Background: an optimization exercise with open tools, aiming at small area, a short achievable clock period and few clock cycles per item. Do not read the settings as production practice.
Only simulation tests tie the RTL to the original design; equivalence was not proved.
Power figures rest on the tool's default switching activity, not on a simulated workload.

==> design/flow/design.v <==
package cocnt_pkg;
   localparam int unsigned REQ_CODE_BITS = 16;
   localparam int unsigned RSP_COUNT_BITS = 16;
   typedef struct packed {
      logic act;
      logic done;
      logic is_new;
   } tok_ctl_type;
endpackage
module cocnt_cell
#(
   parameter int unsigned CODE_BITS  = 16,
   parameter int unsigned COUNT_BITS = 16
) (
   input  logic                  clock,
   input  logic [CODE_BITS-1:0]  cmp_code,
   output logic                  eq,
   input  logic                  we_code,
   input  logic [CODE_BITS-1:0]  wr_code,
   input  logic                  we_count,
   input  logic [COUNT_BITS-1:0] wr_count,
   output logic [COUNT_BITS-1:0] count
);
   logic [CODE_BITS-1:0]  code_ff;
   logic [COUNT_BITS-1:0] count_ff;
   assign eq    = (code_ff == cmp_code);
   assign count = count_ff;
   always_ff @(posedge clock) begin
      if (we_code)  code_ff  <= wr_code;
      if (we_count) count_ff <= wr_count;
   end
endmodule
module code_occurrence_counter_table
#(
   parameter int unsigned TABLE_ENTRIES = 64,
   parameter int unsigned CODE_BITS     = 16,
   parameter int unsigned COUNT_BITS    = 16
) (
   input  logic                      clock,
   input  logic                      reset,
   input  logic                      req_valid,
   output logic                      req_stall,
   input  logic [cocnt_pkg::REQ_CODE_BITS-1:0]  req_event_code,
   output logic                      rsp_valid,
   input  logic                      rsp_stall,
   output logic [cocnt_pkg::RSP_COUNT_BITS-1:0] rsp_occurrences,
   output logic                      rsp_new_entry,
   output logic                      rsp_table_flushed
);
   localparam int unsigned N   = TABLE_ENTRIES;
   localparam int unsigned IW  = $clog2(TABLE_ENTRIES);
   localparam int unsigned RW  = COUNT_BITS + 2;    
   localparam int unsigned QD  = 4;                 
   localparam int unsigned QCW = $clog2(QD + 3);
   localparam logic [COUNT_BITS-1:0] COUNT_ONE = COUNT_BITS'(1);
   logic [N-1:0]                  eq, valid, slot, we_code, we_count;
   logic [N-1:0][COUNT_BITS-1:0]  count;
   logic [N-1:0]                  valid_ff;         
   logic                          full;
   logic                  req_take, same_s2, same_s3;
   logic [N-1:0]          s1_eq, s1_match;
   logic                  s2_valid_ff;
   logic [CODE_BITS-1:0]  s2_code_ff;
   logic [N-1:0]          s2_match_ff;
   logic                  s2_hit_ff, s2_same1_ff, s2_same2_ff;
   logic                  s2_flush, s2_ins;
   logic [N-1:0]          s2_use;           
   logic [IW-1:0]         s2_idx;
   logic [COUNT_BITS-1:0] s2_rd;
   logic                  s3_valid_ff;
   logic [CODE_BITS-1:0]  s3_code_ff;
   logic                  s3_hit_ff, s3_flush_ff, s3_same1_ff, s3_same2_ff;
   logic [IW-1:0]         s3_idx_ff;
   logic [COUNT_BITS-1:0] s3_rd_ff, s3_inc_rd, s3_inc_1, s3_inc_2, s3_cnt;
   logic [RW-1:0]         res;
   logic                  s4_valid_ff;
   logic [IW-1:0]         s4_idx_ff;
   logic [COUNT_BITS-1:0] s4_cnt_ff, s5_cnt_ff;
   logic [QD-1:0]         q_v_ff;
   logic [QD-1:0][RW-1:0] q_d_ff;
   logic                  req_stall_ff, rsp_take;
   genvar gi;
   generate
      for (gi = 0; gi < N; gi++) begin : g_cell
         assign valid[gi] = valid_ff[gi];
         if (gi == 0) begin : g_s0
            assign slot[gi] = ~valid_ff[gi];
         end else begin : g_sn
            assign slot[gi] = valid_ff[gi-1] & ~valid_ff[gi];
         end
         assign we_count[gi] = s4_valid_ff & (s4_idx_ff == IW'(gi));
         cocnt_cell #(
            .CODE_BITS  (CODE_BITS),
            .COUNT_BITS (COUNT_BITS)
         ) u_cell (
            .clock    (clock),
            .cmp_code (req_event_code),
            .eq       (eq[gi]),
            .we_code  (we_code[gi]),
            .wr_code  (s2_code_ff),
            .we_count (we_count[gi]),
            .wr_count (s4_cnt_ff),
            .count    (count[gi])
         );
      end
   endgenerate
   assign full = valid_ff[N-1];
   assign req_take = req_valid & ~req_stall_ff;
   assign same_s2  = s2_valid_ff & (req_event_code == s2_code_ff);
   assign same_s3  = s3_valid_ff & (req_event_code == s3_code_ff);
   assign s1_eq    = eq & valid;
   always_comb begin
      for (int i = 0; i < N; i++) begin
         s1_match[i] = same_s2 ? s2_use[i] : (s1_eq[i] & ~s2_flush);
      end
   end
   assign s2_flush = s2_valid_ff & ~s2_hit_ff & full;
   assign s2_ins   = s2_valid_ff & ~s2_hit_ff & ~full;
   always_comb begin
      s2_rd = '0;
      for (int i = 0; i < N; i++) begin
         s2_rd = s2_rd | (count[i] & {COUNT_BITS{s2_match_ff[i]}});
      end
   end
   always_comb begin
      for (int i = 0; i < N; i++) begin
         s2_use[i] = s2_hit_ff ? s2_match_ff[i] : (full ? (i == 0) : slot[i]);
      end
   end
   always_comb begin
      s2_idx = '0;
      for (int i = 0; i < N; i++) begin
         s2_idx = s2_idx | (IW'(i) & {IW{s2_use[i]}});
      end
   end
   assign we_code = (s2_valid_ff & ~s2_hit_ff) ? s2_use : '0;
   assign s3_inc_rd = (&s3_rd_ff)  ? s3_rd_ff  : s3_rd_ff  + COUNT_ONE;
   assign s3_inc_1  = (&s4_cnt_ff) ? s4_cnt_ff : s4_cnt_ff + COUNT_ONE;
   assign s3_inc_2  = (&s5_cnt_ff) ? s5_cnt_ff : s5_cnt_ff + COUNT_ONE;
   assign s3_cnt    = ~s3_hit_ff  ? COUNT_ONE :
                      s3_same1_ff ? s3_inc_1  :
                      s3_same2_ff ? s3_inc_2  : s3_inc_rd;
   assign res = {s3_cnt, ~s3_hit_ff, s3_flush_ff};
   assign rsp_take = q_v_ff[0] & ~rsp_stall;
   logic [QD-1:0]         q_v_sh, q_v_in;
   logic [QD-1:0][RW-1:0] q_d_sh, q_d_in;
   logic                  pushed;
   logic [QCW-1:0]        n_occ;
   always_comb begin
      if (rsp_take) begin
         q_v_sh = {1'b0, q_v_ff[QD-1:1]};
         q_d_sh = {q_d_ff[QD-1], q_d_ff[QD-1:1]};
      end else begin
         q_v_sh = q_v_ff;
         q_d_sh = q_d_ff;
      end
      q_v_in = q_v_sh;
      q_d_in = q_d_sh;
      pushed = 1'b0;
      for (int k = 0; k < QD; k++) begin
         if (s3_valid_ff && !pushed && !q_v_sh[k]) begin
            q_v_in[k] = 1'b1;
            q_d_in[k] = res;
            pushed    = 1'b1;
         end
      end
   end
   always_comb begin
      n_occ = QCW'(req_take) + QCW'(s2_valid_ff);
      for (int k = 0; k < QD; k++) begin
         n_occ = n_occ + QCW'(q_v_in[k]);
      end
   end
   always_ff @(posedge clock) begin
      s2_code_ff  <= req_event_code;
      s2_match_ff <= s1_match;
      s2_hit_ff   <= same_s2 | ((|s1_eq) & ~s2_flush);
      s2_same1_ff <= same_s2;
      s2_same2_ff <= same_s3;
      s3_code_ff  <= s2_code_ff;
      s3_hit_ff   <= s2_hit_ff;
      s3_flush_ff <= s2_flush;
      s3_same1_ff <= s2_same1_ff;
      s3_same2_ff <= s2_same2_ff;
      s3_idx_ff   <= s2_idx;
      s3_rd_ff    <= s2_rd;
      s4_idx_ff   <= s3_idx_ff;
      s4_cnt_ff   <= s3_cnt;
      s5_cnt_ff   <= s4_cnt_ff;
      q_d_ff      <= q_d_in;
      if (reset) begin
         valid_ff     <= '0;
         s2_valid_ff  <= 1'b0;
         s3_valid_ff  <= 1'b0;
         s4_valid_ff  <= 1'b0;
         q_v_ff       <= '0;
         req_stall_ff <= 1'b0;
      end else begin
         if (s2_flush) begin
            valid_ff <= N'(1);
         end else if (s2_ins) begin
            valid_ff <= {valid_ff[N-2:0], 1'b1};
         end
         s2_valid_ff  <= req_take;
         s3_valid_ff  <= s2_valid_ff;
         s4_valid_ff  <= s3_valid_ff;
         q_v_ff       <= q_v_in;
         req_stall_ff <= n_occ >= QCW'(QD);
      end
   end
   assign req_stall         = req_stall_ff;
   assign rsp_valid         = q_v_ff[0];
   assign {rsp_occurrences, rsp_new_entry, rsp_table_flushed} = q_d_ff[0];
endmodule
==> design/flow/run.sh <==
#!/bin/bash
# synth_recipe.tcl (not shown) runs the flow's synth.tcl, then flattens the netlist and writes it again
# the make line also repeats each setting of config.mk as NAME=value (left out here)
make -C /OpenROAD-flow-scripts/flow DESIGN_CONFIG=/design/flow/config.mk WORK_HOME=/design/flow/orfs CLKGATE_MAP_FILE= SYNTH_SCRIPT=/design/flow/synth_recipe.tcl finish
==> design/flow/config.mk <==
export PLATFORM = sky130hd
export DESIGN_NAME = code_occurrence_counter_table
export DESIGN_NICKNAME = code_occurrence_counter_table
export VERILOG_FILES = /design/flow/design.v
export SDC_FILE = /design/flow/constraint.sdc
export NUM_CORES = 4
export LEC_CHECK = 0
export CAP_MARGIN = 20
export CORE_MARGIN = 2
export CORE_UTILIZATION = 60
export CTS_CLUSTER_DIAMETER = 60
export CTS_CLUSTER_SIZE = 20
export PLACE_DENSITY = 0.7
export SETUP_SLACK_MARGIN = 2.5
export SLEW_MARGIN = 20
==> design/flow/constraint.sdc <==
create_clock -name core_clock -period 5.0 [get_ports {clock}]
set_input_delay 1.0000 -clock core_clock [delete_from_list [all_inputs] [get_ports {clock}]]
set_output_delay 1.0000 -clock core_clock [all_outputs]
set_load 0.01 [all_outputs]
==> flow_metrics.tcl, run 1 <==
set metrics [dict create \
    max-slew-margin-rel 0.1602 \
    grt-ovfl-total 0 \
    crit_path_start_kind "flip-flop" \
    final-max-slew-violation-count 0 \
    reg2regPathDepth 4 \
    netlist_top_cells_count "edfxtp_1, xor2_1, xnor2_1" \
    setup_ws_ns 2.401 \
    min_period_over_period 0.5198 \
    drt_wl_total_um 316200 \
    finalNetCount 6128 \
    insertion_delay_ns 0.83 \
    tritoncts "done" \
    clockBufferDepth 3 \
    yosys.area.top_type "edfxtp_1" \
    fmax_mhz 384.8 \
    power_density_nw_per_um2 337.9 \
    tns_ns 0 \
    grt_pass1_vias 54902 \
    holdCritPathClass "reg2reg" \
    syn_inst 5833 \
    ir_worst_vdd_mv 0.3784 \
    final_cells 8268 \
    crit-reg2reg-launch "s2_match_ff[7]$_DFF_P_" \
    crit_type "reg2reg" \
    htreeDepth 4 \
    dieArea_sq_um 157400 \
    ant_nets 0 \
    synth-seq-cells 2355 \
    core_area_sq_um 153700 \
    min_from "s3_idx_ff[5]$_DFF_P_" \
    drv_cap 0 \
    worstHoldEndpoint "s4_idx_ff[5]$_DFF_P_" \
    io_pins 40 \
    min_path_cells 0 \
    drcViolationCount 0 \
    port_buffers 39 \
    grt_max_degree 131 \
    drtPass1Iterations 8 \
    r2r_slack_ns 2.40 \
    cts_sinks 2355 \
    yosys.area.top_type_share 0.6879 \
    hold_viol 0 \
    synth_cell_types 56 \
    status "no timing/DRC/antenna violations" \
    finalSetupViolations 0 \
    fin_skew_ns 0.04788 \
    required_ns 5.68 \
    vias 58128 \
    via_per_inst 7.030 \
    wire_per_inst_um 38.24 \
    p_leak_uw 0.03555 \
    synth-seq-area-share 0.7388 \
    num_rows 144 \
    clk_pin_slew_worst_paths_ns 0.08 \
    placed_cells 7789 \
    cts_made_buffers 154 \
    rsz0062_at_grt "true" \
    synth_edf_count 2120 \
    netlist_area_sq_um 92540 \
    avgSynthCellArea_sq_um 15.87 \
    post-route-min-period_ns 2.599 \
    antenna_found_initial 8 \
    worst_pin_slew_ns 1.257 \
    grt_pass1_wl_um 430300 \
    gp_congestion 0.9586 \
    synth_area_leaders "edfxtp_1, xor2_1, dfxtp_1" \
    synthArstFlopShare 0 \
    reg2reg_to "s3_rd_ff[7]$_DFF_P_" \
    cp_data_arrival_time_ns 3.28 \
    end_kind "flip-flop" \
    path_max_fanout 17 \
    synthToLayoutAreaGrowth_pct 14.84 \
    p_total_uw 35910 \
    yosysWarningCount 2 \
    synth_most_common_cell "edfxtp_1" \
    post-dp-hpwl_um 178800 \
    ys.flop_type "edfxtp_1" \
    die_h_um 396.7 \
    grtUsageTotal 0.3970 \
    synth_fp_nets 5859 \
    initialDrtViolationCount 9570 \
    start_util 0.6021 \
    die_w_um 396.7 \
    drive_gt1_frac 0.1678 \
    cts_root_buf "clkbuf_16" \
    dpl_worst_slack_ns 0.8658 \
]
-- state kept, by name, summed over array words and instances, names as in the netlist, 4 cells and up --
| name | flops |
|---|---|
| s2_code_ff | 16 |
| s3_rd_ff | 16 |
| valid_ff | 64 |
| q_d_ff | 72 |
| s4_idx_ff | 6 |
| g_cell.u_cell.count_ff | 1024 |
| s2_match_ff | 64 |
| s3_code_ff | 16 |
| g_cell.u_cell.code_ff | 1024 |
| s3_idx_ff | 6 |
| q_v_ff | 4 |
| s5_cnt_ff | 16 |
| s4_cnt_ff | 16 |
-- cells by family (layout without fill, tap and decap cells) --
kind of cell,count (synthesis),count (layout),synth area share
flops,2355,2355,0.7388
xor+xnor,1088,1088,0.1030
mux,18,18,0.002069
other cells,0,4,0
simple gates,1124,1126,0.06693
fa+ha+maj,6,6,0.0009735
compound gates,817,817,0.06717
buf+inv,425,810,0.02113
-- per-stage QoR --
stage | util | area, sq um | hold WS, ns
CTS | 0.6831 | 105000 | 0.3297
global route | 0.6914 | 106300 | 0.3366
detailed placement | 0.6305 | 96900 | 0.3128
global placement | 0.6302 | 96860 | 0.3114
floorplan | - | 93180 | 0.3096
finish | 0.6915 | 106300 | 0.3297
-- worst max-delay path by stage --
stage / to / startpoint
3_5_place_dp: s2_hit_ff$_DFF_P_ / req_event_code[12]
4_1_cts: q_d_ff[39]$_DFFE_PP_ / s3_rd_ff[0]$_DFF_P_
6_report: s3_rd_ff[7]$_DFF_P_ / s2_match_ff[7]$_DFF_P_
5_1_grt: q_d_ff[39]$_DFFE_PP_ / s3_rd_ff[0]$_DFF_P_
3_3_place_gp: s2_hit_ff$_DFF_P_ / req_event_code[11]
2_1_floorplan: g_cell[25].u_cell.code_ff[0]$_DFFE_PP_ / s2_hit_ff$_DFF_P_
-- metal layers --
metal / vias up / part of all wire / GRT usage / wire length [um]
met2: 4934 / 0.44 / 0.5871 / 138200
met3: 1165 / 0.14 / 0.1083 / 44910
met1: 29016 / 0.34 / 0.5272 / 107900
met4: 6 / 0.080 / 0.2437 / 25230
met5: - / 0.00012 / 0 / 39
li1: 23007 / - / - / -
-- where the power goes --
group	leakage (uW)	internal (uW)	switching [uW]	total, uW
clock network	0.00241	6510	6730	13200
registers	0.0227	21300	84.1	21400
logic	0.0105	466	850	1320
total	0.0356	28200	7670	35900
-- repair_timing --
item / CTS / global route
pin swaps: 98 / 60
gates resized for setup: 249 / 116
gates cloned: 8 / 6
hold buffers: 0 / 0
setup endpoints to repair: 1603 / 819
hold endpoints to repair: 0 / 0
setup buffers: 119 / 68
-- critical path, stage by stage, from the launching register on --
cell and delay [ns]:
dfxtp_4 0.54, a22o_1 0.28, a221oi_1 0.74, nand4_1 0.32
or4_4 0.58
-- final cells by class --
cell class              instances  area [sq um]
diodes                          4         10.01
clock buffers                 202          4265
clock inverters                72         719.4
fillers                      9883         47420
inverters                      52         195.2
multi-input cells            3055         24070
flip-flops and latches       2355         68560
well taps                    2044          2557
repair buffers                484          5891
-- cell usage in the layout (no fill, tap or decap), types with 133 or more instances in the layout --
cell       instances
a221oi_1         242
a22o_1           256
buf_4            282
clkbuf_16        169
dfxtp_1          153
edfxtp_1        2120
nand2_1          133
nand4_1          241
nor4_1           144
xnor2_1          505
xor2_1           575
Testbench counts, summed over its fixed seeds: cycles 3,224, items 3,200.
==> run 2, diff against run 1 <==
--- a/design/flow/config.mk
+++ b/design/flow/config.mk
@@ -8,8 +8,8 @@
 export CAP_MARGIN = 20
 export CORE_MARGIN = 2
-export CORE_UTILIZATION = 60
+export CORE_UTILIZATION = 70
 export CTS_CLUSTER_DIAMETER = 60
 export CTS_CLUSTER_SIZE = 20
-export PLACE_DENSITY = 0.7
+export PLACE_DENSITY = 0.8
 export SETUP_SLACK_MARGIN = 2.5
 export SLEW_MARGIN = 20
==> run 2 against run 1 <==
Combinational power shrank 5%. Flip-flop and latch count is the same. Design area shrank 2.0%. Critical path depth grew 1. Maximum frequency shrank 13%. Final cell count shrank 4.5%. Utilization grew 10 points. Highest routed layer unchanged. Worst setup slack lost 0.38 ns. Via count grew 3.2%. Still clean on timing, DRC and antenna. Power shrank 2.8%. Clock skew shrank 0.018 ns. Non-clock buffer count shrank 69.
==> flow_metrics.tcl, run 2 <==
set metrics [dict create \
    synthSimpleGateAreaFrac 0.06693 \
    crit_path_max_incr_delay_ns 0.72 \
    wire_per_inst_um 39.61 \
    cp_slowest_cell "or4_1" \
    synth_xor_area_frac 0.1030 \
    synth-seq-cells 2355 \
    whs_ns 0.3304 \
    synth_fp_nets 5859 \
    post-route-min-period_ns 2.982 \
    ir_worst_vdd_mv 0.3618 \
    synthArstFlopShare 0 \
    synth_top_family_by_area "XOR/XNOR gates" \
    initialDrtViolationCount 12320 \
    cts_root_buf "clkbuf_16" \
    num_rows 133 \
    min_period_over_period 0.5964 \
    post-dp-hpwl_um 173100 \
    crit-reg2reg-launch "s2_match_ff[14]$_DFF_P_" \
    ant_nets 0 \
    netlist_area_sq_um 92540 \
    dieArea_sq_um 135100 \
    grtUsageTotal 0.4584 \
    p_leak_uw 0.03465 \
    finalSetupViolations 0 \
    grt-ovfl-total 0 \
    fmax_mhz 335.4 \
    required_ns 5.62 \
    drcViolationCount 0 \
    crit_type "reg2reg" \
    io_pins 40 \
    hold_viol 0 \
    avgSynthCellArea_sq_um 15.87 \
    drv_cap 0 \
    holdCritPathClass "reg2reg" \
    synth_area_leaders "edfxtp_1, xor2_1, dfxtp_1" \
    dpl_worst_slack_ns 0.9908 \
    max-slew-margin-rel 0.1264 \
    core_area_sq_um 131300 \
    ys.flop_type "edfxtp_1" \
    insertion_delay_ns 0.82 \
    cts_sinks 2355 \
    cp-startpoint "s2_match_ff[14]$_DFF_P_" \
    drtPass1Iterations 13 \
    via_per_inst 7.594 \
    final-max-slew-violation-count 0 \
    drive_gt1_frac 0.1478 \
    final_util 0.7933 \
    finalNetCount 6052 \
    status "no timing/DRC/antenna violations" \
    clockBufferDepth 3 \
    synthAdderAreaFrac 0.0009735 \
    synth_compound_area_frac 0.06717 \
    clk_pin_slew_worst_paths_ns 0.08 \
    reg_top3 "g_cell.u_cell.code_ff (1024), g_cell.u_cell.count_ff (1024), q_d_ff (72)" \
    syn_inst 5833 \
    synthToLayoutAreaGrowth_pct 12.56 \
    end_kind "flip-flop" \
    yosysWarningCount 2 \
    rsz0062_at_grt "true" \
    synth_edf_count 2120 \
    htreeDepth 4 \
    grt_pass1_vias 56656 \
    yosys.area.top_type "edfxtp_1" \
    netlist_top_cells_count "edfxtp_1, xor2_1, xnor2_1" \
    crit_path_start_kind "flip-flop" \
    grt_max_degree 131 \
    gp_congestion 0.9918 \
    synth.area.mux_share 0.002069 \
    layout_commonest_cell "edfxtp_1" \
    yosys.area.top_type_share 0.6879 \
    cp_data_arrival_time_ns 3.60 \
    grt_pass1_wl_um 426800 \
    min_from "s3_idx_ff[2]$_DFF_P_" \
    cp_top_family "simple AND/OR/NAND/NOR gates" \
    path_max_fanout 13 \
    fin_skew_ns 0.02994 \
    synth_cell_types 56 \
    port_buffers 39 \
    layout_common_cells "edfxtp_1, xor2_1, xnor2_1" \
    crit_chain "buf_4 -> a22o_1 -> a221oi_2 -> nand4_1 -> or4_1" \
    die_h_um 367.6 \
    cp_num_buf_inv 1 \
    vias 59980 \
    power_density_nw_per_um2 335.0 \
    synth_most_common_cell "edfxtp_1" \
    drt_wl_total_um 312900 \
    tritoncts "done" \
    start_util 0.7048 \
    tns_ns 0 \
    antenna_found_initial 13 \
    cts_made_buffers 146 \
    synth-seq-area-share 0.7388 \
    die_w_um 367.6 \
    setup_ws_ns 2.018 \
    p_total_uw 34890 \
    worst_pin_slew_ns 1.307 \
]
==> run 2: what timing repair did <==
item | 4_1_cts | 5_1_grt
gates resized for setup | 184 | 100
gates cloned | 7 | 2
hold buffers | 0 | 0
pin swaps | 68 | 41
buffers inserted | 87 | 28
endpoints found under the setup margin | 1417 | 229
==> run 2: power breakdown <==
group | total, uW | internal [uW] | leakage (uW) | switching, uW
combinational | 1260 | 413 | 0.00982 | 850
sequential | 21300 | 21300 | 0.0227 | 84.0
clock | 12300 | 5760 | 0.00215 | 6520
total | 34900 | 27400 | 0.0346 | 7450
==> run 2: routing by layer <==
metal | part of all wire | routed length [um] | vias up | GRT usage
met4 | 0.096 | 30180 | 18 | 0.3357
met3 | 0.17 | 52510 | 1763 | 0.1496
li1 | - | - | 22841 | -
met1 | 0.30 | 94600 | 29036 | 0.5768
met5 | 0.00094 | 295 | - | 0
met2 | 0.43 | 135300 | 6322 | 0.6721
==> run 2: path summary, 6_finish.rpt <==
check	slack (ns)	endpoint	cells past startpoint
worst max-delay path	2.02	s3_rd_ff[9]$_DFF_P_	5
worst min-delay path	0.33	s4_idx_ff[2]$_DFF_P_	0
worst max register to register	2.02	s3_rd_ff[9]$_DFF_P_	5
worst min register to register	0.33	s4_idx_ff[2]$_DFF_P_	0
==> run 2: layout make-up <==
cell class	count	area, sq um
diodes	13	32.53
clock buffers	199	3948
clock inverters	53	476.7
fillers	6723	27140
inverters	52	195.2
multi-input cells	3056	23850
flip-flops and latches	2355	68550
well taps	1755	2196
repair buffers	415	4916
==> run 2: logic make-up (layout without fill, tap and decap cells) <==
| kind of cell | count (synthesis) | count (layout) |
|---|---|---|
| AND/OR/NAND/NOR | 1124 | 1127 |
| XOR/XNOR | 1088 | 1088 |
| flip-flops | 2355 | 2355 |
| other | 0 | 13 |
| adder cells (fa/ha/maj) | 6 | 6 |
| AO/OA/AOI/OAI | 817 | 817 |
| buffers and inverters | 425 | 719 |
| multiplexers | 18 | 18 |
==> run 2: stage by stage <==
step,area [sq um],std cells
final,104200,7898
after global routing,104100,7885
after CTS,103400,7853
after detailed placement,96590,7507
after global placement,96570,7507
after floorplan,93180,5833
==> run 3, diff against run 2 <==
--- a/design/flow/config.mk
+++ b/design/flow/config.mk
@@ -8,8 +8,8 @@
 export CAP_MARGIN = 20
 export CORE_MARGIN = 2
-export CORE_UTILIZATION = 70
+export CORE_UTILIZATION = 65
 export CTS_CLUSTER_DIAMETER = 60
 export CTS_CLUSTER_SIZE = 20
-export PLACE_DENSITY = 0.8
-export SETUP_SLACK_MARGIN = 2.5
+export PLACE_DENSITY = 0.75
+export SETUP_SLACK_MARGIN = 2.6
 export SLEW_MARGIN = 20
==> run 3 against run 2 <==
Still clean. Worst hold slack barely moved. Clock power up 5%. Critical path depth down 1. Register-to-register slack gained 0.30 ns. Power increased by 1.9%. Maximum frequency is 11% higher.
==> flow_metrics.tcl, run 3 <==
set metrics [dict create \
    crit-reg2reg-launch "s2_match_ff[59]$_DFF_P_" \
    insertion_delay_ns 0.85 \
    grtUsageTotal 0.4338 \
    syn_inst 5833 \
    layout_common_cells "edfxtp_1, xor2_1, xnor2_1" \
    final_util 0.7557 \
    max-slew-margin-rel 0.09121 \
    layout_commonest_cell "edfxtp_1" \
    tns_ns 0 \
    status "no timing/DRC/antenna violations" \
    synth_cell_types 56 \
    synth-seq-area-share 0.7388 \
    fmax_mhz 373.1 \
    wire_per_inst_um 39.47 \
    drtPass1Iterations 9 \
    end_kind "flip-flop" \
    post-dp-hpwl_um 175300 \
    cp_data_arrival_time_ns 3.36 \
    reg_top3 "g_cell.u_cell.code_ff (1024), g_cell.u_cell.count_ff (1024), q_d_ff (72)" \
    dieArea_sq_um 145400 \
    synth_top_family_by_area "XOR/XNOR gates" \
    num_rows 138 \
    die_w_um 381.3 \
    fin_skew_ns 0.04078 \
    synth_fp_nets 5859 \
    synthToLayoutAreaGrowth_pct 15.47 \
    required_ns 5.68 \
    synth.area.mux_share 0.002069 \
    grt_pass1_wl_um 432400 \
    rsz0062_at_grt "true" \
    synth_edf_count 2120 \
    power_density_nw_per_um2 332.9 \
    ir_worst_vdd_mv 0.3987 \
    die_h_um 381.3 \
    grt-ovfl-total 0 \
    drv_cap 0 \
    synthAdderAreaFrac 0.0009735 \
    holdBufCountCts 0 \
    holdCritPathClass "reg2reg" \
    hold_viol 0 \
    final-max-slew-violation-count 0 \
    min_from "s3_idx_ff[4]$_DFF_P_" \
    core_area_sq_um 141400 \
    cp-startpoint "s2_match_ff[59]$_DFF_P_" \
    grt_max_degree 131 \
    p_leak_uw 0.03568 \
    yosys.area.top_type_share 0.6879 \
    drcViolationCount 0 \
    start_util 0.6544 \
    gp_congestion 0.9789 \
    port_buffers 39 \
    min_period_over_period 0.5360 \
    io_pins 40 \
    cts_made_buffers 149 \
    cts_sinks 2355 \
    synthArstFlopShare 0 \
    post-route-min-period_ns 2.680 \
    ant_nets 0 \
    initialDrtViolationCount 12130 \
    path_max_fanout 12 \
    htreeDepth 4 \
    whs_ns 0.3305 \
    tritoncts "done" \
    finalSetupViolations 0 \
    drive_gt1_frac 0.1769 \
    grt_pass1_vias 55760 \
    netlist_area_sq_um 92540 \
    synth_area_leaders "edfxtp_1, xor2_1, dfxtp_1" \
    antenna_found_initial 10 \
    clockBufferDepth 3 \
    clk_pin_slew_worst_paths_ns 0.08 \
    finalNetCount 6120 \
    via_per_inst 7.315 \
    worst_pin_slew_ns 1.360 \
    synth_xor_area_frac 0.1030 \
    synth_most_common_cell "edfxtp_1" \
    synthSimpleGateAreaFrac 0.06693 \
    yosysWarningCount 2 \
    yosys.area.top_type "edfxtp_1" \
    crit_type "reg2reg" \
    crit_path_start_kind "flip-flop" \
    drt_wl_total_um 319600 \
    netlist_top_cells_count "edfxtp_1, xor2_1, xnor2_1" \
    ys.flop_type "edfxtp_1" \
    synth-seq-cells 2355 \
    cts_root_buf "clkbuf_16" \
    synth_compound_area_frac 0.06717 \
    avgSynthCellArea_sq_um 15.87 \
    vias 59226 \
]
## run 3: layout make-up
class	count	area, sq um
Antenna cell	5	12.51
Tap cell	1890	2365
Clock inverter	56	559.3
Fill cell	7870	34550
Timing Repair Buffer	479	6307
Multi-Input combinational cell	3057	24630
Inverter	52	195.2
Clock buffer	203	4214
Sequential cell	2355	68580
## run 3: worst max-delay path: stages (launching register included)
cell and delay [ns]:
dfxtp_2 0.45, buf_4 0.33, a221oi_1 0.37, nand4_1 0.54, or4_4 0.80
## run 3: cells by family (layout without fill, tap and decap cells)
kind of cell               after synthesis  count (layout)
muxes                                   18              18
DFF                                   2355            2355
and+or+nand+nor                       1124            1128
buffers and inverters                  425             790
adders and majority gates                6               6
AOI/OAI and AO/OA                      817             817
xor gates and xnor gates              1088            1088
other                                    0               5
## run 3: metrics by stage
stage / setup WS (ns) / instance area, sq um / power, uW / std cells
floorplan: 2.257 / 93650 / 22490 / 5833
global placement: 0.8632 / 96650 / 22910 / 7606
detailed placement: 0.9132 / 96650 / 22930 / 7606
CTS: 2.519 / 104900 / 35370 / 8015
global route: 2.418 / 106900 / 36190 / 8092
finish: 2.320 / 106900 / 35570 / 8097
## run 3: where the power goes
| part | leakage, uW | switching, uW | internal (uW) | total, uW |
|---|---|---|---|---|
| registers | 0.0227 | 75.6 | 21300 | 21300 |
| clock network | 0.00232 | 6640 | 6280 | 12900 |
| logic | 0.0107 | 870 | 453 | 1320 |
| total | 0.0357 | 7580 | 28000 | 35600 |
## run 3: per-layer routing
layer,up-vias,routed length (um),GRT usage
li1,22983,-,-
met1,29006,101300,0.5542
met2,5776,137600,0.6370
met3,1449,52150,0.1465
met4,12,28340,0.2855
met5,-,153,0.002976
## run 3: repair_timing
action	CTS	global route
pin swaps	119	94
endpoints found under the hold margin	0	0
cloned	12	4
endpoints found under the setup margin	1466	614
setup buffers	138	72
gates resized for setup	313	220
## run 3: worst paths after layout
check,cells past startpoint,slack (ns),to
worst min-delay path,0,0.33,s4_idx_ff[4]$_DFF_P_
worst max register to register,4,2.32,s3_rd_ff[10]$_DFF_P_
worst max-delay path,4,2.32,s3_rd_ff[10]$_DFF_P_
worst min register to register,0,0.33,s4_idx_ff[4]$_DFF_P_
==> run 4, diff against run 3 <==
--- a/design/flow/config.mk
+++ b/design/flow/config.mk
@@ -8,8 +8,8 @@
 export CAP_MARGIN = 20
 export CORE_MARGIN = 2
-export CORE_UTILIZATION = 65
+export CORE_UTILIZATION = 60
 export CTS_CLUSTER_DIAMETER = 60
 export CTS_CLUSTER_SIZE = 20
-export PLACE_DENSITY = 0.75
+export PLACE_DENSITY = 0.7
 export SETUP_SLACK_MARGIN = 2.6
 export SLEW_MARGIN = 20
==> run 4 against run 3 <==
Still clean on timing, DRC and antenna. Area after synthesis unchanged. Global-route usage down 3.3 points. Maximum frequency up 3.2%. Design area up 1.4%. Sequential share of layout area down 0.87 points. Register-to-register slack better by 0.08 ns. Critical path depth unchanged. Non-clock buffer count up 85. Clock power up 4%. Clock skew up 0.0027 ns.
==> flow_metrics.tcl, run 4 <==
set metrics [dict create \
    max-slew-margin-rel 0.1885 \
    port_buffers 39 \
    clockBufferDepth 3 \
    drt_wl_total_um 325800 \
    post-route-min-period_ns 2.596 \
    htreeDepth 4 \
    start_util 0.6021 \
    grtUsageTotal 0.4010 \
    holdCritPathClass "reg2reg" \
    reg_top3 "g_cell.u_cell.code_ff (1024), g_cell.u_cell.count_ff (1024), q_d_ff (72)" \
    cts_root_buf "clkbuf_16" \
    ys.flop_type "edfxtp_1" \
    grt_max_degree 131 \
    cp_top_family "simple AND/OR/NAND/NOR gates" \
    drv_cap 0 \
    die_h_um 396.7 \
    postLayoutCellArea_sq_um 108300 \
    via_per_inst 7.135 \
    synth_edf_count 2120 \
    status "no timing/DRC/antenna violations" \
    wire_per_inst_um 39.04 \
    syn_inst 5833 \
    crit_type "reg2reg" \
    netlist_top_cells_count "edfxtp_1, xor2_1, xnor2_1" \
    drive_gt1_frac 0.1895 \
    tns_ns 0 \
    tritoncts "done" \
    required_ns 5.66 \
    path_max_fanout 17 \
    min_period_over_period 0.5192 \
    avgSynthCellArea_sq_um 15.87 \
    rsz0062_at_grt "true" \
    hold_viol 0 \
    synthToLayoutAreaGrowth_pct 17.08 \
    drtPass1Iterations 7 \
    power_density_nw_per_um2 333.9 \
    gp_congestion 0.9758 \
    intPower_uw 28370 \
    yosys.area.top_type_share 0.6879 \
    p_seq_frac 0.589 \
    antenna_found_initial 12 \
    crit_path_start_kind "flip-flop" \
    finalSetupViolations 0 \
    path_depth 4 \
    synth_fp_nets 5859 \
    yosysWarningCount 2 \
    finalNetCount 6206 \
    cp_data_arrival_time_ns 3.26 \
    grt_pass1_vias 55091 \
    holdBufCountCts 0 \
    dpl_worst_slack_ns 0.9037 \
    swShare 0.2159 \
    place_area_sq_um 96860 \
    dieArea_sq_um 157400 \
    cp_slowest_cell "or4_4" \
    min_path_cells 0 \
    cts_made_buffers 153 \
    fin_skew_ns 0.04350 \
    p_leak_uw 0.03636 \
    reg2regPathDepth 4 \
    synth-seq-area-share 0.7388 \
    num-fill-cells 9600 \
    setup_ws_ns 2.404 \
    cts_sinks 2355 \
    crit_chain "a22o_1 -> a221oi_1 -> nand4_1 -> or4_4" \
    layout_common_cells "edfxtp_1, xor2_1, xnor2_1" \
    synth_cell_types 56 \
    core_area_sq_um 153700 \
    ant_nets 0 \
    yosys.area.top_type "edfxtp_1" \
    clk_pin_slew_worst_paths_ns 0.08 \
    clkPwrFrac 0.370 \
    ir_worst_vdd_mv 0.4213 \
    synthArstFlopShare 0 \
    synth_area_leaders "edfxtp_1, xor2_1, dfxtp_1" \
    p_sw_uw 7812 \
    post-dp-hpwl_um 175800 \
    worst_pin_slew_ns 1.214 \
    crit_path_max_incr_delay_ns 0.70 \
    end_kind "flip-flop" \
    initialDrtViolationCount 10890 \
    cp_num_buf_inv 0 \
    layout_commonest_cell "edfxtp_1" \
    num_rows 144 \
    grt-ovfl-total 0 \
    die_w_um 396.7 \
    final-max-slew-violation-count 0 \
    vias 59551 \
    fmax_mhz 385.2 \
    io_pins 40 \
    drcViolationCount 0 \
    grt_pass1_wl_um 433600 \
    netlist_area_sq_um 92540 \
    insertion_delay_ns 0.82 \
    synth-seq-cells 2355 \
    synth_most_common_cell "edfxtp_1" \
    combPwrFrac 0.041 \
]
## run 4: cell counts after synthesis
No cell type changed its count.
## run 4: final timing paths
| kind | startpoint | end | slack, ns |
|---|---|---|---|
| max | s2_match_ff[33]$_DFF_P_ | s3_rd_ff[11]$_DFF_P_ | 2.40 |
| min | s3_idx_ff[1]$_DFF_P_ | s4_idx_ff[1]$_DFF_P_ | 0.33 |
| max reg2reg | s2_match_ff[33]$_DFF_P_ | s3_rd_ff[11]$_DFF_P_ | 2.40 |
| min reg2reg | s3_idx_ff[1]$_DFF_P_ | s4_idx_ff[1]$_DFF_P_ | 0.33 |
## run 4: worst reg2reg max path, stage by stage, from the launching register on
cell and delay, ns:
dfxtp_2 0.63, a22o_1 0.37, a221oi_1 0.35, nand4_1 0.43
or4_4 0.70
## run 4: cell type report
class / instances / area [sq um] / share of cell area
timing repair buffer: 564 / 7427 / 0.06855
tap: 2044 / 2557 / 0.02360
inverter: 52 / 198.9 / 0.001836
clock buffer: 200 / 4163 / 0.03842
sequential: 2355 / 68600 / 0.6331
multi-input combinational: 3054 / 24560 / 0.2267
clock inverter: 69 / 819.5 / 0.007564
antenna: 8 / 20.02 / 0.0001848
## run 4: repair_timing
action                                  in CTS  in global routing
gates resized for setup                    312                208
pin swaps                                  106                114
endpoints found under the setup margin    1434                379
gates cloned                                10                 16
setup buffers                              141                155
## run 4: per-stage QoR
stage / hold WS, ns / power [uW] / utilization / cells
global route: 0.3372 / 36830 / 0.7048 / 8338
floorplan: 0.3096 / 22490 / - / 5833
global placement: 0.3108 / 22950 / 0.6302 / 7747
finish: 0.3318 / 36180 / 0.7050 / 8346
CTS: 0.3312 / 35950 / 0.6856 / 8167
detailed placement: 0.3128 / 22960 / 0.6303 / 7747
## run 4: power by group through the flow
stage	logic [uW]	clock network, uW	registers, uW
6_report	1470	13400	21300
5_1_grt	1510	14000	21300
4_1_cts	1290	13300	21300
3_5_place_dp	1150	0	21800
3_3_place_gp	1140	0	21800
2_1_floorplan	683	0	21800
## run 4: cells by family after synthesis
family | share of synthesized area
fa+ha+maj | 0.0009735
mux | 0.002069
simple gates | 0.06693
buf+inv | 0.02113
flops | 0.7388
compound gates | 0.06717
xor+xnor | 0.1030
## run 4: layer usage
layer,vias to the layer above,track usage,wire (um)
li1,23152,-,-
met4,4,0.2507,26630
met1,29684,0.5298,108000
met5,-,0,16
met3,1282,0.09989,47390
met2,5429,0.6011,143700
==> run 5, diff against run 4 <==
--- a/design/flow/config.mk
+++ b/design/flow/config.mk
@@ -12,4 +12,4 @@
 export CTS_CLUSTER_SIZE = 20
 export PLACE_DENSITY = 0.7
-export SETUP_SLACK_MARGIN = 2.6
+export SETUP_SLACK_MARGIN = 2.35
 export SLEW_MARGIN = 20
==> run 5 against run 4 <==
Die area unchanged. Power down 0.19%. Register-to-register slack worse by 0.29 ns. Sequential share of layout area is 1.9 points higher. Utilization fell by 2.2 points. Clock power hardly changed. Synthesized cell count did not move. Flip-flop and latch count did not move. Global-route usage down 1.5 points. Via count shrank 3.2%. Non-clock buffer count down 121. Critical endpoint is now s3_rd_ff[13]$_DFF_P_.
==> flow_metrics.tcl, run 5 <==
set metrics [dict create \
    netlist_top_cells_count "edfxtp_1, xor2_1, xnor2_1" \
    syn_inst 5833 \
    cts_root_buf "clkbuf_16" \
    crit_path_max_incr_delay_ns 0.72 \
    core_area_sq_um 153700 \
    final_cells 8215 \
    drcViolationCount 0 \
    vias 57622 \
    cts_made_buffers 152 \
    cts_sinks 2355 \
    die_h_um 396.7 \
    cp_num_buf_inv 1 \
    cp_data_arrival_time_ns 3.58 \
    holdBufCountCts 0 \
    tritoncts "done" \
    gp_congestion 0.9525 \
    htreeDepth 4 \
    grtUsageTotal 0.3860 \
    drv_cap 0 \
    via_per_inst 7.014 \
    holdCritPathClass "reg2reg" \
    max-slew-margin-rel 0.1733 \
    grt-ovfl-total 0 \
    cp_slowest_cell "a221oi_1" \
    crit_path_start_kind "flip-flop" \
    port_buffers 39 \
    fin_skew_ns 0.03079 \
    fmax_mhz 346.2 \
    final-max-slew-violation-count 0 \
    clk_pin_slew_worst_paths_ns 0.08 \
    intPower_uw 28360 \
    start_util 0.6021 \
    crit_chain "buf_4 -> a221oi_1 -> nand4_1 -> or4_4" \
    swShare 0.2145 \
    hold_viol 0 \
    yosysWarningCount 2 \
    io_pins 40 \
    layout_commonest_cell "edfxtp_1" \
    synth_area_leaders "edfxtp_1, xor2_1, dfxtp_1" \
    crit_type "reg2reg" \
    post-dp-hpwl_um 176700 \
    clockBufferDepth 3 \
    num-fill-cells 10118 \
    synth_most_common_cell "edfxtp_1" \
    synthToLayoutAreaGrowth_pct 13.43 \
    initialDrtViolationCount 9966 \
    antenna_found_initial 19 \
    synth_edf_count 2120 \
    yosys.area.top_type_share 0.6879 \
    path_max_fanout 11 \
    yosys.area.top_type "edfxtp_1" \
    netlist_area_sq_um 92540 \
    synth-seq-cells 2355 \
    ant_nets 0 \
    rsz0062_at_grt "true" \
    post-route-min-period_ns 2.888 \
    grt_pass1_vias 54314 \
    dieArea_sq_um 157400 \
    drtPass1Iterations 8 \
    wire_per_inst_um 37.66 \
    p_sw_uw 7745 \
    avgSynthCellArea_sq_um 15.87 \
    grt_max_degree 92 \
    finalNetCount 6085 \
    placed_cells 7818 \
    synth_fp_nets 5859 \
    end_kind "flip-flop" \
    cp_top_family "simple AND/OR/NAND/NOR gates" \
    p_leak_uw 0.03503 \
    drt_wl_total_um 309400 \
    worst_pin_slew_ns 1.237 \
    min_period_over_period 0.5776 \
    combPwrFrac 0.037 \
    status "no timing/DRC/antenna violations" \
    die_w_um 396.7 \
    tns_ns 0 \
    power_density_nw_per_um2 344.0 \
    required_ns 5.70 \
    synth_cell_types 56 \
    insertion_delay_ns 0.84 \
    layout_common_cells "edfxtp_1, xor2_1, xnor2_1" \
    finalSetupViolations 0 \
    clkPwrFrac 0.372 \
    reg_top3 "g_cell.u_cell.code_ff (1024), g_cell.u_cell.count_ff (1024), q_d_ff (72)" \
    p_seq_frac 0.591 \
    ir_worst_vdd_mv 0.3722 \
    drive_gt1_frac 0.1511 \
    grt_pass1_wl_um 420400 \
    num_rows 144 \
    final_util 0.6830 \
    synth-seq-area-share 0.7388 \
    ys.flop_type "edfxtp_1" \
    synthArstFlopShare 0 \
]
-- run 5: changes by cell type in the layout (fill, tap and decap cells not counted), sizes merged, moves of 2 or more --
cell and change:
buf -137, bufinv +2, clkbuf -9, clkinv -8, clkinvlp -2, diode -4, dlygate4sd2 +19, inv +7
-- run 5: power by group through the flow --
stage                     Clock [uW]  Sequential, uW  Combinational, uW
after global placement             0           21800               1100
after floorplan                    0           21800                655
after CTS                      13400           21400               1180
after detailed placement           0           21800               1110
after global routing           14100           21400               1370
final                          13400           21400               1320
-- run 5: logic make-up after synthesis --
group	count (synthesis)	synth area share
XOR/XNOR	1088	0.1030
flip-flops	2355	0.7388
buffers and inverters	425	0.02113
multiplexers	18	0.002069
adder cells (fa/ha/maj)	6	0.0009735
AND/OR/NAND/NOR	1124	0.06693
AO/OA/AOI/OAI	817	0.06717
-- run 5: repair_timing --
action / CTS / global route
setup buffers: 60 / 51
cloned: 4 / 13
gates resized for setup: 112 / 123
setup endpoints to repair: 1192 / 941
pin swaps: 43 / 33
-- run 5: final timing paths --
path | startpoint | endpoint | slack, ns | cells after the start
min reg2reg | s3_idx_ff[5]$_DFF_P_ | s4_idx_ff[5]$_DFF_P_ | 0.33 | 0
min | s3_idx_ff[5]$_DFF_P_ | s4_idx_ff[5]$_DFF_P_ | 0.33 | 0
max reg2reg | s2_match_ff[62]$_DFF_P_ | s3_rd_ff[13]$_DFF_P_ | 2.11 | 4
max | s2_match_ff[62]$_DFF_P_ | s3_rd_ff[13]$_DFF_P_ | 2.11 | 4
-- run 5: area by class of cell --
type	instances	area (sq um)	share of cell area
Clock inverter	68	915.9	0.008725
Inverter	52	195.2	0.001859
Clock buffer	194	4088	0.03894
Timing Repair Buffer	443	5105	0.04863
Multi-Input combinational cell	3055	23600	0.2248
Antenna cell	4	10.01	0.00009535
Tap cell	2044	2557	0.02436
Sequential cell	2355	68500	0.6526
-- run 5: stage by stage --
step	hold slack, ns	cell area (sq um)	total power (uW)	worst slack [ns]
finish	0.3268	105000	36110	2.112
global route	0.3391	105000	36840	2.329
CTS	0.3250	103500	36000	2.352
detailed placement	0.3121	97060	22950	0.9827
global placement	0.3112	96880	22930	0.8367
floorplan	0.3096	92800	22470	1.924
-- run 5: worst reg2reg max path, stage by stage, from the launching register on --
cell and delay, ns:
dfxtp_2 0.47, buf_4 0.33, a221oi_1 0.73, nand4_1 0.54, or4_4 0.68
-- run 5: routing by layer --
layer,track usage,part of all wire
met2,0.5813,0.45
met3,0.09751,0.14
met5,0,0.00039
met4,0.2213,0.073
met1,0.5148,0.34
==> run 6, diff against run 5 <==
--- a/design/flow/config.mk
+++ b/design/flow/config.mk
@@ -8,8 +8,8 @@
 export CAP_MARGIN = 20
 export CORE_MARGIN = 2
-export CORE_UTILIZATION = 60
+export CORE_UTILIZATION = 55
 export CTS_CLUSTER_DIAMETER = 60
 export CTS_CLUSTER_SIZE = 20
-export PLACE_DENSITY = 0.7
-export SETUP_SLACK_MARGIN = 2.35
+export PLACE_DENSITY = 0.65
+export SETUP_SLACK_MARGIN = 2.55
 export SLEW_MARGIN = 20
==> run 6 against run 5 <==
Still clean. Utilization fell by 4.1 points. Design area rose by 2.2%. Combinational power rose by 3%. Clock-buffer cell count rose by 4. Synthesized cell count did not move. Area after synthesis did not move. Critical path depth did not move. Wire length rose by 6.4%.
==> flow_metrics.tcl, run 6 <==
set metrics [dict create \
    grt_max_degree 79 \
    drcViolationCount 0 \
    rsz0062_at_grt "true" \
    cp_data_arrival_time_ns 3.29 \
    cts_root_buf "clkbuf_16" \
    crit_type "reg2reg" \
    synth_top_family_by_area "XOR/XNOR gates" \
    cts_made_buffers 156 \
    antenna_found_initial 13 \
    required_ns 5.71 \
    synth.area.mux_share 0.002069 \
    num-fill-cells 11715 \
    synth_compound_area_frac 0.06717 \
    num_rows 150 \
    holdCritPathClass "reg2reg" \
    synth_fp_nets 5859 \
    tritoncts "done" \
    synth_cell_types 56 \
    clk_pin_slew_worst_paths_ns 0.08 \
    drv_cap 0 \
    synth-seq-area-share 0.7388 \
    min_period_over_period 0.5161 \
    ir_worst_vdd_mv 0.3918 \
    end_kind "flip-flop" \
    max-slew-margin-rel 0.1718 \
    port_buffers 39 \
    drt_wl_total_um 329300 \
    yosysWarningCount 2 \
    yosys.area.top_type_share 0.6879 \
    syn_inst 5833 \
    seq_area_sq_um 68590 \
    die_h_um 414.2 \
    drive_gt1_frac 0.1796 \
    power_density_nw_per_um2 337.8 \
    synthArstFlopShare 0 \
    die_w_um 414.2 \
    status "no timing/DRC/antenna violations" \
    ant_nets 0 \
    ys.flop_type "edfxtp_1" \
    clockBufferDepth 3 \
    netlist_top_cells_count "edfxtp_1, xor2_1, xnor2_1" \
    vias 58475 \
    layout_common_cells "edfxtp_1, xor2_1, xnor2_1" \
    crit_path_start_kind "flip-flop" \
    synthSimpleGateAreaFrac 0.06693 \
    wire_per_inst_um 38.93 \
    netlist_area_sq_um 92540 \
    grtUsageTotal 0.3744 \
    tns_ns 0 \
    hold_viol 0 \
    post-route-min-period_ns 2.580 \
    path_max_fanout 17 \
    fin_skew_ns 0.04542 \
    synth-seq-cells 2355 \
    p_leak_uw 0.03580 \
    postLayoutCellArea_sq_um 107300 \
    finalSetupViolations 0 \
    insertion_delay_ns 0.86 \
    yosys.area.top_type "edfxtp_1" \
    dieArea_sq_um 171600 \
    grt_pass1_vias 54193 \
    r2r_slack_ns 2.42 \
    post-dp-hpwl_um 179900 \
    htreeDepth 4 \
    start_util 0.5534 \
    core_area_sq_um 167200 \
    avgSynthCellArea_sq_um 15.87 \
    final-max-slew-violation-count 0 \
    synth_xor_area_frac 0.1030 \
    reg_top3 "g_cell.u_cell.code_ff (1024), g_cell.u_cell.count_ff (1024), q_d_ff (72)" \
    multi_input_area_sq_um 24360 \
    synth_edf_count 2120 \
    synthAdderAreaFrac 0.0009735 \
    fmax_mhz 387.6 \
    grt-ovfl-total 0 \
    gp_congestion 0.9620 \
    place_area_sq_um 97120 \
    layout_commonest_cell "edfxtp_1" \
    cts_sinks 2355 \
    io_pins 40 \
    drtPass1Iterations 8 \
    synth_most_common_cell "edfxtp_1" \
    holdBufCountCts 0 \
    grt_pass1_wl_um 442700 \
    finalNetCount 6147 \
    initialDrtViolationCount 10533 \
    synthToLayoutAreaGrowth_pct 15.96 \
    worst_pin_slew_ns 1.239 \
    via_per_inst 6.914 \
    synth_area_leaders "edfxtp_1, xor2_1, dfxtp_1" \
]
-- run 6: per-stage QoR --
step	utilization	setup slack [ns]	cells	hold slack (ns)	total power, uW
3_3_place_gp	0.5805	0.8052	7911	0.3108	22940
4_1_cts	0.6304	2.206	8329	0.3307	36200
2_1_floorplan	-	2.257	5833	0.3096	22490
6_report	0.6417	2.420	8457	0.3312	36250
5_1_grt	0.6416	2.446	8450	0.3362	37000
3_5_place_dp	0.5808	0.9726	7913	0.3121	22950
-- run 6: final timing paths --
check                           from             endpoint  depth (start not counted)
max          s2_match_ff[15]$_DFF_P_  s3_rd_ff[6]$_DFF_P_                          4
min              s2_same1_ff$_DFF_P_  s3_same1_ff$_DFF_P_                          0
max reg2reg  s2_match_ff[15]$_DFF_P_  s3_rd_ff[6]$_DFF_P_                          4
min reg2reg      s2_same1_ff$_DFF_P_  s3_same1_ff$_DFF_P_                          0
-- run 6: area by class of cell --
cell class / count / share of cell area
clock inverter: 85 / 0.008966
clock buffer: 198 / 0.03880
sequential: 2355 / 0.6392
inverter: 52 / 0.001819
multi-input combinational: 3055 / 0.2270
tap: 2204 / 0.02570
antenna: 7 / 0.0001632
timing repair buffer: 501 / 0.05840
-- run 6: worst max-delay path, cell delays in order (launching register included) --
cell and delay [ns]:
dfxtp_2 0.64, a22o_1 0.34, a221oi_1 0.24, nand4_1 0.53, or4_1 0.69
-- run 6: repair_timing --
item                       in CTS  in global routing
gates cloned                   12                  6
setup endpoints to repair    1311                641
setup buffers                 121                115
pin swaps                      95                 78
gates resized for setup       302                147
-- run 6: report_power, final --
group / switching [uW] / leakage [uW] / internal (uW)
sequential: 71.7 / 0.0227 / 21300
clock: 6950 / 0.00249 / 6600
combinational: 903 / 0.0106 / 459
total: 7930 / 0.0358 / 28300
-- run 6: layer usage --
metal  vias up  wire, um  global-route usage
met1     29524    115000              0.4984
met2      4764    145900              0.5652
met4         6     24640              0.2169
met3      1115     43610             0.09150
met5         -       108                   0
li1      23066         -                   -
-- run 6: kinds of logic (layout without fill, tap and decap cells) --
logic type                 after synthesis  after routing
adders and majority gates                6              6
muxes                                   18             18
buffers and inverters                  425            836
other                                    0              7
AOI/OAI and AO/OA                      817            817
DFF                                   2355           2355
and+or+nand+nor                       1124           1126
xor gates and xnor gates              1088           1088
==> run 7, diff against run 6 <==
--- a/design/flow/config.mk
+++ b/design/flow/config.mk
@@ -12,4 +12,4 @@
 export CTS_CLUSTER_SIZE = 20
 export PLACE_DENSITY = 0.65
-export SETUP_SLACK_MARGIN = 2.55
+export SETUP_SLACK_MARGIN = 2.45
 export SLEW_MARGIN = 20
==> run 7 against run 6 <==
Still clean on timing, DRC and antenna. Utilization decreased by 1.2 points. Worst hold slack got worse by 0.0029 ns. Maximum frequency decreased by 5.3%. Sequential power about the same. Critical path type unchanged. Largest cell class unchanged.
==> flow_metrics.tcl, run 7 <==
set metrics [dict create \
    grt_max_degree 95 \
    yosys.area.top_type_share 0.6879 \
    power_density_nw_per_um2 343.5 \
    core_area_sq_um 167200 \
    finalSetupViolations 0 \
    yosysWarningCount 2 \
    cts_root_buf "clkbuf_16" \
    insertion_delay_ns 0.85 \
    layout_common_cells "edfxtp_1, xor2_1, xnor2_1" \
    holdBufCountCts 0 \
    yosys.area.top_type "edfxtp_1" \
    die_h_um 414.2 \
    tritoncts "done" \
    synth-seq-area-share 0.7388 \
    drv_cap 0 \
    clockBufferDepth 3 \
    post-route-min-period_ns 2.724 \
    fin_skew_ns 0.04581 \
    initialDrtViolationCount 9418 \
    status "no timing/DRC/antenna violations" \
    synth-seq-cells 2355 \
    required_ns 5.70 \
    postLayoutCellArea_sq_um 105300 \
    min_period_over_period 0.5449 \
    io_pins 40 \
    avgSynthCellArea_sq_um 15.87 \
    p_leak_uw 0.03504 \
    htreeDepth 4 \
    drive_gt1_frac 0.1576 \
    drtPass1Iterations 6 \
    place_area_sq_um 96970 \
    vias 57469 \
    use_met2 0.5559 \
    max-slew-margin-rel 0.1920 \
    ys.flop_type "edfxtp_1" \
    worst_pin_slew_ns 1.209 \
    port_buffers 39 \
    tns_ns 0 \
    synthToLayoutAreaGrowth_pct 13.81 \
    antenna_found_initial 18 \
    netlist_top_cells_count "edfxtp_1, xor2_1, xnor2_1" \
    crit_type "reg2reg" \
    synth_edf_count 2120 \
    grtUsageTotal 0.3662 \
    grt_pass1_wl_um 433800 \
    synth_area_leaders "edfxtp_1, xor2_1, dfxtp_1" \
    hold_viol 0 \
    crit_path_start_kind "flip-flop" \
    cts_sinks 2355 \
    grt-ovfl-total 0 \
    seq_area_sq_um 68560 \
    grt_pass1_vias 53732 \
    via_per_inst 6.855 \
    grtUsageMet1 0.4875 \
    post-dp-hpwl_um 179300 \
    reg_top3 "g_cell.u_cell.code_ff (1024), g_cell.u_cell.count_ff (1024), q_d_ff (72)" \
    gp_congestion 0.9915 \
    start_util 0.5534 \
    fmax_mhz 367.1 \
    multi_input_area_sq_um 23700 \
    rsz0062_at_grt "true" \
    finalNetCount 6076 \
    synthArstFlopShare 0 \
    holdCritPathClass "reg2reg" \
    wire_per_inst_um 38.30 \
    num-fill-cells 11992 \
    die_w_um 414.2 \
    ant_nets 0 \
    synth_fp_nets 5859 \
    num_rows 150 \
    busiest_layer "met2" \
    drt_wl_total_um 321100 \
    ir_worst_vdd_mv 0.3869 \
    dieArea_sq_um 171600 \
    layout_commonest_cell "edfxtp_1" \
    use_met3 0.08874 \
    path_max_fanout 16 \
    end_kind "flip-flop" \
    cts_made_buffers 155 \
    drcViolationCount 0 \
    synth_cell_types 56 \
    cp_data_arrival_time_ns 3.42 \
    final-max-slew-violation-count 0 \
    netlist_area_sq_um 92540 \
    synth_most_common_cell "edfxtp_1" \
    syn_inst 5833 \
    clk_pin_slew_worst_paths_ns 0.08 \
]
run 7: cell counts after synthesis:
Identical to the previous run, type by type.
run 7: layout make-up:
type / instances / area share
multi-input cells: 3056 / 0.2250
diodes: 11 / 0.0002614
clock inverters: 79 / 0.008482
flip-flops and latches: 2355 / 0.6509
repair buffers: 430 / 0.04750
inverters: 52 / 0.001889
clock buffers: 197 / 0.03976
well taps: 2204 / 0.02618
run 7: logic make-up after synthesis:
logic type | Yosys count | share of synthesized area
AO/OA/AOI/OAI | 817 | 0.06717
XOR/XNOR | 1088 | 0.1030
adder cells (fa/ha/maj) | 6 | 0.0009735
buffers and inverters | 425 | 0.02113
flip-flops | 2355 | 0.7388
multiplexers | 18 | 0.002069
AND/OR/NAND/NOR | 1124 | 0.06693
run 7: path summary, 6_finish.rpt:
kind | slack (ns) | to | from | depth (start not counted)
hold / removal | 0.33 | s4_idx_ff[3]$_DFF_P_ | s3_idx_ff[3]$_DFF_P_ | 0
hold reg to reg | 0.33 | s4_idx_ff[3]$_DFF_P_ | s3_idx_ff[3]$_DFF_P_ | 0
setup / recovery | 2.28 | s3_rd_ff[4]$_DFF_P_ | s2_match_ff[19]$_DFF_P_ | 5
setup reg to reg | 2.28 | s3_rd_ff[4]$_DFF_P_ | s2_match_ff[19]$_DFF_P_ | 5
run 7: power breakdown:
part | total (uW) | internal, uW | switching, uW
logic | 1320 | 443 | 881
registers | 21300 | 21300 | 79.4
clock network | 13500 | 6700 | 6800
run 7: timing repair:
action | in CTS | in global routing
gates cloned | 8 | 6
pin swaps | 49 | 38
gates resized for setup | 150 | 122
buffers inserted | 79 | 57
setup endpoints to repair | 1092 | 170
run 7: worst max-delay path, stage by stage, from the launching register on:
cell	delay (ns)
dfxtp_1	0.36
buf_4	0.30
a22o_1	0.27
a221oi_1	0.27
nand4_1	0.60
or4_4	0.76
run 7: stage by stage:
stage                 util  std cells  setup slack (ns)  power, uW  hold WS (ns)
floorplan                -       5833             1.924      22470        0.3096
global placement    0.5792       7943             1.178      22940        0.3134
detailed placement  0.5799       7945             1.248      22950        0.3121
CTS                 0.6222       8308             2.450      36110        0.3285
global route        0.6297       8375             2.352      36940        0.3330
finish              0.6298       8384             2.276      36170        0.3283
run 7: layer usage:
layer / vias to the layer above / share of wire
li1: 22899 / -
met1: 29100 / 0.35
met2: 4379 / 0.44
met3: 1085 / 0.13
met4: 6 / 0.075
met5: - / 0.00014

[separate check: timing with driven ports]
How much do the figures lean on ideal ports? The routed layouts below were timed once more, with nothing changed but the port constraints. Step 1 sets driving cells, clkbuf_16 on the clock port and buf_2 on the other inputs (assumed; they add their load-dependent delay and slew). Step 2 moves the port delays by t, midway between the first and last clock arrival at a register: inputs arrive t later, outputs are due t later. That takes back most of the time a late clock gives input paths. a / b / c = ideal ports / drivers / drivers and shift; a / b = the first two.
| run | t, ns | slack for setup (ns) | worst hold slack (ns) |
|---|---|---|---|
| run 1 | 0.888 | 2.401 / 2.401 / 1.516 | 0.330 / 0.330 / 0.330 |
| run 2 | 0.887 | 2.018 / 2.018 / 1.486 | 0.330 / 0.330 / 0.330 |
| run 3 | 0.910 | 2.320 / 2.320 / 1.558 | 0.330 / 0.330 / 0.330 |
| run 4 | 0.883 | 2.404 / 2.404 / 1.596 | 0.332 / 0.332 / 0.332 |
| run 5 | 0.918 | 2.112 / 2.112 / 1.390 | 0.327 / 0.327 / 0.327 |
| run 6 | 0.929 | 2.420 / 2.420 / 1.638 | 0.331 / 0.331 / 0.331 |
| run 7 | 0.911 | 2.276 / 2.276 / 1.570 | 0.328 / 0.328 / 0.328 |
After both steps setup and hold are still met in every run listed. For run 1, which loses most, drivers alone change the setup slack by 0.000 ns; drivers and shift together by -0.885 ns.
